This is an optimization exercise on Yosys and OpenROAD, whose aim is a short achievable clock period and few clock cycles, not a production implementation.
Only simulation tests tie the RTL to the original design; equivalence was not proved.
Power and IR drop assume default switching activity.

<file path="design/flow/constraint.sdc">
create_clock -name core_clock -period 10.0 [get_ports {clk_i}]
set_input_delay 2.0000 -clock core_clock [delete_from_list [all_inputs] [get_ports {clk_i}]]
set_output_delay 2.0000 -clock core_clock [all_outputs]
set_load 0.01 [all_outputs]
</file>
<file path="design/flow/run.sh">
#!/bin/bash
# synth_recipe.tcl (not shown) runs the flow's synth.tcl, then flattens the netlist and writes it again
# the make line also repeats each setting of config.mk as NAME=value (left out here)
make -C /OpenROAD-flow-scripts/flow DESIGN_CONFIG=/design/flow/config.mk WORK_HOME=/design/flow/orfs CLKGATE_MAP_FILE= SYNTH_SCRIPT=/design/flow/synth_recipe.tcl finish
</file>
<file path="design/flow/config.mk">
export PLATFORM = sky130hd
export DESIGN_NAME = s64_core
export DESIGN_NICKNAME = s64_core
export VERILOG_FILES = /design/flow/design.v
export SDC_FILE = /design/flow/constraint.sdc
export NUM_CORES = 4
export LEC_CHECK = 0
export CAP_MARGIN = 20
export CORE_MARGIN = 2
export CORE_UTILIZATION = 40
export SLEW_MARGIN = 20
</file>
<file path="design/flow/design.v">
module operand_stack #(
    parameter int W = 64
) (
    input  logic         clk_i,
    input  logic         rst_i,
    input  logic         push_i,
    input  logic         pop_i,
    input  logic         pop2_i,
    input  logic [W-1:0] dat_i,
    output logic [W-1:0] top_o,
    output logic [W-1:0] next_o
);
    localparam int DEPTH = 4;
    logic [W-1:0] cells [DEPTH];
    assign top_o  = cells[0];
    assign next_o = cells[1];
    always_ff @(posedge clk_i) begin
        if (rst_i) begin
            for (int i = 0; i < DEPTH; i++)
                cells[i] <= '0;
        end else if (push_i) begin
            cells[0] <= dat_i;   
            for (int i = 1; i < DEPTH; i++)
                cells[i] <= cells[i-1];
        end else if (pop2_i) begin
            for (int i = 0; i < DEPTH; i++)
                cells[i] <= cells[(i + 2 < DEPTH) ? i + 2 : DEPTH - 1];
        end else if (pop_i) begin
            for (int i = 0; i < DEPTH; i++)
                cells[i] <= cells[(i + 1 < DEPTH) ? i + 1 : DEPTH - 1];
        end
    end
endmodule
module alu (
    input  logic [64-1:0] a_i,
    input  logic [64-1:0] b_i,
    input  logic [2:0]         op_i,
    output logic [64-1:0] res_o
);
    logic              carry;
    logic              ovf;
    logic              lt_s;
    logic [64-1:0] diff;
    assign {carry, diff} = {1'b0, a_i} + {1'b0, ~b_i} + 1'b1;
    assign ovf  = (a_i[64-1] ^ b_i[64-1]) & (a_i[64-1] ^ diff[64-1]);
    assign lt_s = diff[64-1] ^ ovf;
    always_comb begin
        res_o = '0;
        case (op_i)
            3'd0:  res_o = a_i + b_i;
            3'd1:  res_o = diff;
            3'd2:  res_o = a_i ^ b_i;
            3'd3:   res_o = a_i | b_i;
            3'd4:  res_o = a_i & b_i;
            3'd5:  res_o = {{(64-1){1'b0}}, lt_s};
            3'd6: res_o = {{(64-1){1'b0}}, !carry};     
            3'd7:  res_o = {{(64-1){1'b0}}, diff == '0};
            default:   res_o = '0;
        endcase
    end
endmodule
module exec_unit (
    input  logic                clk_i,
    input  logic                rst_i,
    input  logic                slot_valid_i,
    input  logic [3:0]          opcode_i,
    input  logic [64-1:0]  operand_i,
    input  logic                commit_i,     
    input  logic [64-1:0]  rdata_i,
    output logic                mem_req_o,
    output logic                mem_we_o,
    output logic [61-1:0] mem_adr_o,
    output logic [64-1:0]  mem_wdat_o,
    output logic                tos_nonzero_o
);
    localparam logic [2:0] ACT_NONE  = 3'd0;
    localparam logic [2:0] ACT_LIT   = 3'd1;
    localparam logic [2:0] ACT_BIN   = 3'd2;
    localparam logic [2:0] ACT_STORE = 3'd3;
    localparam logic [2:0] ACT_LOAD  = 3'd4;
    localparam logic [2:0] ACT_DROP  = 3'd5;
    logic [64-1:0] x;
    logic [64-1:0] y;
    logic [64-1:0] z;      
    logic [64-1:0] lit;
    logic [64-1:0] alu_res;
    logic [64-1:0] ds_top;
    logic [64-1:0] ds_next;
    logic [2:0]         alu_op;
    logic [2:0]         act;
    logic [3:0]         sub;
    logic               ds_push;
    logic               ds_pop;
    logic               ds_pop2;
    assign sub = operand_i[3:0];
    always_comb begin
        act    = ACT_NONE;
        alu_op = 3'd0;
        lit    = '0;
        case (opcode_i)
            4'd1: begin
                act = ACT_LIT;
                lit = {{(64-8){operand_i[7]}}, operand_i[7:0]};
            end
            4'd2: begin
                act = ACT_LIT;
                lit = {{(64-16){operand_i[15]}}, operand_i[15:0]};
            end
            4'd3: begin
                act = ACT_LIT;
                lit = {{(64-32){operand_i[31]}}, operand_i[31:0]};
            end
            4'd4: if (sub == 4'd3) act = ACT_STORE;
            4'd5:  if (sub == 4'd3) act = ACT_LOAD;
            4'd6: begin
                act = ACT_BIN;
                case (sub)
                    4'd0:  alu_op = 3'd0;
                    4'd1:  alu_op = 3'd1;
                    4'd3:  alu_op = 3'd5;
                    4'd4: alu_op = 3'd6;
                    4'd7:  alu_op = 3'd7;
                    4'd9:  alu_op = 3'd2;
                    4'd12:   alu_op = 3'd3;
                    4'd13:  alu_op = 3'd4;
                    default:   act = ACT_NONE;
                endcase
            end
            4'd7: if (sub == 4'd0 || sub == 4'd1) act = ACT_DROP;
            default: act = ACT_NONE;
        endcase
    end
    assign mem_req_o     = slot_valid_i && (act == ACT_STORE || act == ACT_LOAD);
    assign mem_we_o      = act == ACT_STORE;
    assign mem_adr_o     = z[64-1:3];
    assign mem_wdat_o    = y;
    assign tos_nonzero_o = |z;
    assign ds_push = commit_i && act == ACT_LIT;
    assign ds_pop  = commit_i && (act == ACT_BIN || act == ACT_DROP);
    assign ds_pop2 = commit_i && act == ACT_STORE;
    alu u_alu (
        .a_i  (y),
        .b_i  (z),
        .op_i (alu_op),
        .res_o(alu_res)
    );
    operand_stack #(.W(64)) u_data_stack (
        .clk_i (clk_i),
        .rst_i (rst_i),
        .push_i(ds_push),
        .pop_i (ds_pop),
        .pop2_i(ds_pop2),
        .dat_i (x),
        .top_o (ds_top),
        .next_o(ds_next)
    );
    always_ff @(posedge clk_i) begin
        if (rst_i) begin
            x <= '0;
            y <= '0;
            z <= '0;
        end else if (commit_i) begin
            case (act)
                ACT_LIT: begin
                    x <= y;
                    y <= z;
                    z <= lit;
                end
                ACT_BIN: begin
                    x <= ds_top;
                    y <= x;
                    z <= alu_res;
                end
                ACT_STORE: begin    
                    x <= ds_next;
                    y <= ds_top;
                    z <= x;
                end
                ACT_LOAD: z <= rdata_i;
                ACT_DROP: begin
                    x <= ds_top;
                    y <= x;
                    z <= y;
                end
                default: ;
            endcase
        end
    end
endmodule
module instr_sequencer (
    input  logic                clk_i,
    input  logic                rst_i,
    input  logic                ack_i,
    input  logic [64-1:0]  dat_i,
    output logic [61-1:0] adr_o,
    output logic                cyc_o,
    output logic                we_o,
    output logic                vpa_o,
    output logic [64-1:0]  dat_o,
    output logic                slot_valid_o,
    output logic [3:0]          opcode_o,
    output logic [64-1:0]  operand_o,
    output logic                commit_o,
    output logic [64-1:0]  rdata_o,
    input  logic                mem_req_i,
    input  logic                mem_we_i,
    input  logic [61-1:0] mem_adr_i,
    input  logic [64-1:0]  mem_wdat_i,
    input  logic                tos_nonzero_i
);
    logic                run;         
    logic [3:0]          slot_cnt;
    logic [64-1:0]  ir;
    logic [64-1:0]  dr;          
    logic [61-1:0] next_pa;
    logic [61-1:0] cur_pa;
    logic [61-1:0] ret_pa;
    logic [61-1:0] jump_pa;
    logic [3:0]          sub;
    logic [3:0]          pkt_slots;
    logic [3:0]          slot_op;
    logic [5:0]          op_len;
    logic                need_fetch;
    logic                fetch_cyc;
    logic                data_cyc;
    logic                fetch_done;
    logic                jump_taken;
    logic                is_call;
    logic                is_ret;
    assign pkt_slots = ir[64-1 -: 4];
    always_comb begin
        case (slot_cnt)
            4'd1:    slot_op = ir[64-5  -: 4];
            4'd2:    slot_op = ir[64-9  -: 4];
            4'd3:    slot_op = ir[64-13 -: 4];
            4'd4:    slot_op = ir[64-17 -: 4];
            4'd5:    slot_op = ir[64-21 -: 4];
            4'd6:    slot_op = ir[64-25 -: 4];
            4'd7:    slot_op = ir[64-29 -: 4];
            default: slot_op = 4'd0;
        endcase
    end
    always_comb begin
        case (opcode_o)
            4'd1:   op_len = 6'd8;
            4'd2:  op_len = 6'd16;
            4'd3:  op_len = 6'd32;
            4'd4: op_len = 6'd4;
            4'd5:  op_len = 6'd4;
            4'd6: op_len = 6'd4;
            4'd7:  op_len = 6'd12;
            default:    op_len = 6'd0;
        endcase
    end
    assign need_fetch = slot_cnt == 4'd0 || slot_cnt > pkt_slots || slot_cnt > 7;
    assign fetch_cyc  = run && need_fetch;
    assign fetch_done = fetch_cyc && ack_i;
    assign slot_valid_o = run && !need_fetch;
    assign opcode_o     = slot_valid_o ? slot_op : 4'd0;
    assign operand_o    = dr;
    assign rdata_o      = dat_i;
    assign commit_o     = slot_valid_o && (!mem_req_i || ack_i);
    assign data_cyc = slot_valid_o && mem_req_i;
    assign cyc_o    = fetch_cyc || data_cyc;
    assign vpa_o    = fetch_cyc;
    assign we_o     = data_cyc && mem_we_i;
    assign adr_o    = fetch_cyc ? next_pa : mem_adr_i;
    assign dat_o    = we_o ? mem_wdat_i : '0;
    assign sub     = dr[3:0];
    assign jump_pa = cur_pa + {{(61-8){1'b0}}, dr[11:4]};
    always_comb begin
        jump_taken = 1'b0;
        is_call    = 1'b0;
        is_ret     = 1'b0;
        case (opcode_o)
            4'd7: begin
                case (sub)
                    4'd0:  jump_taken = tos_nonzero_i;
                    4'd1:  jump_taken = !tos_nonzero_i;
                    4'd2:   jump_taken = 1'b1;
                    4'd3: begin
                        jump_taken = 1'b1;
                        is_call    = 1'b1;
                    end
                    default: ;
                endcase
            end
            4'd8: is_ret = 1'b1;
            default: ;
        endcase
    end
    operand_stack #(.W(61)) u_ret_stack (
        .clk_i (clk_i),
        .rst_i (rst_i),
        .push_i(commit_o && is_call),
        .pop_i (commit_o && is_ret),
        .pop2_i(1'b0),
        .dat_i (next_pa),        
        .top_o (ret_pa),
        .next_o()
    );
    always_ff @(posedge clk_i) begin
        if (rst_i) begin
            run      <= 1'b0;
            slot_cnt <= 4'd0;
            next_pa  <= 61'h1C00_0000_0000_0000;
        end else begin
            run <= 1'b1;
            if (fetch_done) begin
                next_pa  <= next_pa + 1'b1;
                slot_cnt <= 4'd1;
            end else if (commit_o) begin
                if (is_ret) begin
                    next_pa  <= ret_pa;
                    slot_cnt <= 4'd0;
                end else if (jump_taken) begin
                    next_pa  <= jump_pa;
                    slot_cnt <= 4'd0;
                end else begin
                    slot_cnt <= slot_cnt + 4'd1;
                end
            end
        end
    end
    always_ff @(posedge clk_i) begin
        if (fetch_done) begin
            ir     <= dat_i;
            dr     <= dat_i;
            cur_pa <= next_pa;
        end else if (commit_o) begin
            dr <= dr >> op_len;
        end
    end
endmodule
module s64_core (
    input  logic                clk_i,
    input  logic                rst_i,
    input  logic                ack_i,
    input  logic [64-1:0]  dat_i,
    output logic [61-1:0] adr_o,
    output logic                cyc_o,
    output logic                we_o,
    output logic                vpa_o,
    output logic [64-1:0]  dat_o
);
    logic                slot_valid;
    logic [3:0]          opcode;
    logic [64-1:0]  operand;
    logic                commit;
    logic [64-1:0]  rdata;
    logic                mem_req;
    logic                mem_we;
    logic [61-1:0] mem_adr;
    logic [64-1:0]  mem_wdat;
    logic                tos_nonzero;
    instr_sequencer u_seq (
        .clk_i        (clk_i),
        .rst_i        (rst_i),
        .ack_i        (ack_i),
        .dat_i        (dat_i),
        .adr_o        (adr_o),
        .cyc_o        (cyc_o),
        .we_o         (we_o),
        .vpa_o        (vpa_o),
        .dat_o        (dat_o),
        .slot_valid_o (slot_valid),
        .opcode_o     (opcode),
        .operand_o    (operand),
        .commit_o     (commit),
        .rdata_o      (rdata),
        .mem_req_i    (mem_req),
        .mem_we_i     (mem_we),
        .mem_adr_i    (mem_adr),
        .mem_wdat_i   (mem_wdat),
        .tos_nonzero_i(tos_nonzero)
    );
    exec_unit u_exec (
        .clk_i        (clk_i),
        .rst_i        (rst_i),
        .slot_valid_i (slot_valid),
        .opcode_i     (opcode),
        .operand_i    (operand),
        .commit_i     (commit),
        .rdata_i      (rdata),
        .mem_req_o    (mem_req),
        .mem_we_o     (mem_we),
        .mem_adr_o    (mem_adr),
        .mem_wdat_o   (mem_wdat),
        .tos_nonzero_o(tos_nonzero)
    );
endmodule
</file>
==> run notes <==
per-stage QoR:
step	cell area, um^2	util (%)	total power, uW	hold WS [ps]
after floorplan	57290	-	4998	406.4
after global placement	60440	42.59	5774	437.9
after detailed placement	60500	42.62	5761	443.6
after CTS	64380	45.36	10070	451.5
after global routing	64400	45.37	10360	468.1
final	64430	45.39	10110	449.6
sequential cells by signal, summed over array words and instances, names as in the netlist, named ones only:
register	flops
u_seq.u_ret_stack.cells	244
u_exec.y	64
u_exec.z	64
u_seq.next_pa	61
u_seq.dr	64
u_exec.x	64
u_seq.ir	32
u_seq.cur_pa	61
u_seq.slot_cnt	4
u_exec.u_data_stack.cells	256
u_seq.run	1
critical path: stages, from the launching register on:
cell,delay (ps)
dfxtp_1,450
inv_1,150
ha_1,370
nor2_1,240
o311ai_2,200
a31o_2,300
o211ai_1,390
a21boi_1,520
a211oi_1,190
buf_4,200
o21ai_1,500
nand4_1,210
a21oi_1,470
a21oi_1,150
o21bai_1,150
a221oi_1,120
fa_1,530
nand4b_1,120
a21oi_1,190
nand4_1,120
nor4_1,380
nand4_1,180
a2111o_1,440
or4_1,410
nor4_1,260
nand4_1,120
nor4_1,230
a41o_1,210
synthesized netlist by cell type, types with 14 or more instances:
library cell,count,area share [%]
buf_1,25,0.16
o211ai_1,105,1.4
o21ai_0,590,5.2
a31oi_1,64,0.70
and2_1,23,0.25
a222oi_1,50,0.87
o221ai_1,51,0.78
o31ai_1,51,0.67
buf_4,14,0.18
mux2i_1,224,3.9
a22oi_1,160,2.1
nand2_1,1430,9.4
inv_1,224,1.5
nor3_1,155,1.4
a21oi_1,598,5.2
nor2_1,767,5.0
dfxtp_1,762,27
buf_2,44,0.38
a211oi_1,72,0.94
mux2_2,17,0.33
a21o_1,27,0.35
a22o_1,30,0.46
ha_1,213,4.7
nor4_1,73,0.80
clkbuf_1,535,3.5
and3_1,48,0.52
o21bai_1,40,0.52
a311oi_1,208,3.2
nand3_1,294,2.6
a221o_1,16,0.28
nor2b_1,28,0.31
xnor2_1,120,1.8
or3_1,17,0.19
nand4_1,60,0.66
edfxtp_1,157,8.2
xor2_1,39,0.60
a221oi_1,46,0.70
o21a_1,23,0.30
nand2b_1,15,0.16
routing by layer:
layer  track usage [%]  part of all wire [%]
met1             49.24                    42
met2             53.60                    42
met3             6.719                   9.0
met4             23.24                   7.4
met5                 0                 0.045
cell type report:
cell class | instances | area [um^2]
fill | 14220 | 77500
clock inverter | 51 | 708.2
antenna | 12 | 30.03
tap | 1890 | 2365
multi-input combinational | 5849 | 34280
timing repair buffer | 317 | 3048
clock buffer | 152 | 3174
inverter | 226 | 853.3
sequential | 919 | 19970
how the worst min path moves through the flow:
stage / start / endpoint / slack [ps] / cells after the start
2_1_floorplan: u_seq.next_pa[11] / u_seq.cur_pa[11] / 410 / 0
3_3_place_gp: u_seq.u_ret_stack.cells[3][3] / u_seq.u_ret_stack.cells[3][3] / 440 / 2
3_5_place_dp: u_seq.u_ret_stack.cells[3][45] / u_seq.u_ret_stack.cells[3][45] / 440 / 2
4_1_cts: u_seq.u_ret_stack.cells[3][45] / u_seq.u_ret_stack.cells[3][45] / 450 / 2
5_1_grt: u_seq.u_ret_stack.cells[3][22] / u_seq.u_ret_stack.cells[3][22] / 470 / 2
6_report: u_seq.u_ret_stack.cells[3][57] / u_seq.u_ret_stack.cells[3][57] / 450 / 2
power by group through the flow:
stage	Sequential, uW	Combinational, uW	Clock (uW)
final	4000	1770	4340
after global routing	4010	1820	4530
after CTS	3990	1700	4380
after detailed placement	4070	1690	0
after global placement	4070	1700	0
after floorplan	4010	986	0
cell families (layout without fill, tap and decap cells):
logic type,count (synthesis),count (layout),synth area share (%)
simple gates,2965,2965,22.01
compound gates,2266,2266,25.77
flops,919,919,34.85
buf+inv,853,746,5.883
mux,242,242,4.267
fa+ha+maj,217,217,4.791
xor+xnor,159,159,2.431
other cells,0,12,0
==> impl_metrics.tcl <==
set metrics [dict create \
    status "no timing/DRC/antenna violations" \
    setup_viol 0 \
    io_buffers 194 \
    antenna_found_initial 30 \
    cts_resized 0 \
    critPathLaunch "u_exec.y[1]" \
    wl_mm 278.4 \
    critPathMaxFanout 7 \
    ys.flop_type "dfxtp_1" \
    power_leakage_uw 0.02259 \
    syn_inst 7621 \
    cts.hold.buffers_added 0 \
    htree_levels 3 \
    grt_max_degree 221 \
    core-area_um2 141900 \
    ys_seq_area_share_pct 34.85 \
    viasPerCell 6.373 \
    syn_nets 7905 \
    grt_overflow 0 \
    grt_setup_unrepaired "false" \
    regToRegEndpoint "u_exec.z[0]" \
    cts_buffers 107 \
    syn_area_per_cell_um2 7.518 \
    skew_ps 42.38 \
    crit_arrival_ps 8570 \
    drtIter0Drc 8044 \
    placed_cells 9201 \
    max-cap-violations 0 \
    period_share_pct 79.00 \
    dr.pass1.iters 10 \
    clockPowerShare_pct 42.9 \
    fin_cells 9416 \
    nNetsFinal 7704 \
    p_sw_share_pct 31.11 \
    netlist_area_um2 57290 \
    reg2reg_depth 27 \
    vias 60010 \
    synth_cell_types 100 \
    tns_ps 0 \
    place_ws_ps 2282 \
    clk_latency_ps 760 \
    layout-drive-gt1-share_pct 5.749 \
    hold_class "flop to flop" \
    grt_pass1_wl_mm 396.4 \
    cts_tree "done" \
    peakVddDrop_mv 0.1310 \
    wl_per_cell_um 29.57 \
    num_rows 138 \
    tightest_slew_ps 1275 \
    slew_violations 0 \
    worstPathRequired_ps 10670 \
    initial_utilization_pct 40.37 \
    rrSetupSlack_ps 2100 \
    layout_min_cycle_time_ps 7900 \
    final_antenna_net_count 0 \
    final_hold_viol_count 0 \
    globalplace.congestion 1.015 \
    power.net_switching_uw 3144 \
    die_area_um2 146300 \
    layout_common_cells "1424 x nand2_1, 762 x dfxtp_1, 755 x nor2_1, 598 x a21oi_1, 585 x o21ai_0" \
    p_per_area_nw_per_um2 156.9 \
    die_width_um 382.5 \
    max_freq_mhz 126.6 \
    ios 195 \
    drcViolationCount 0 \
    cts_buffer_depth 3 \
    crit_type "flop to flop" \
    worstReg2RegStart "u_exec.y[1]" \
    maxSlewHeadroom_pct 14.12 \
    combinationalPowerShare_pct 17.5 \
    worst_slack_ps 2100 \
    cts_post_setup_buffers_inserted 0 \
    ys_warn_count 7 \
    start_kind "flop" \
    grt_pass1_vias 54220 \
    synth_edf_count 157 \
    grt_usage_pct 36.55 \
    dp_hpwl_mm 198.2 \
    ys_async_sr_fraction_pct 0 \
    seqPwrFrac_pct 39.6 \
    intPower_uw 6963 \
    end_kind "flop" \
    area.growth.synth_to_final_pct 12.45 \
    root_buffer "clkbuf_16" \
    cts.clk_slew.worst_paths_ps 60 \
    synth-seq-cells 919 \
    cts_sinks 919 \
    die_h_um 382.5 \
    critPathCapture "u_exec.z[0]" \
    mostFrequentLayoutCell "nand2_1" \
]
Testbench counts, summed over its fixed seeds: cycles 151,328.

==> separate check: timing with driven ports <==
How much do the figures lean on ideal ports? The routed layout below was timed once more, with nothing changed but the port constraints. Step 1: set_driving_cell puts a clkbuf_16 on clk_i and a buf_2 on each other input, an assumption about the parent block. Step 2 times the ports against the registers' clock, not the clock port: input delays grow and output delays shrink by t, the midpoint of the rising clock arrivals with the driver on. Slacks: ideal ports / drivers / drivers and shift; pairs: ideal ports / drivers.
t (ns): 0.818
setup WS [ns]: 2.100 / 2.100 / 2.100
hold WS [ns]: 0.450 / 0.450 / 0.450
latest minus earliest clock arrival (ns): 0.043 / 0.043
cell pins on the clock port's net: 1
After both steps setup and hold are still met in this run. For this run, drivers alone change the setup slack by 0.000 ns; drivers and shift together by 0.000 ns.
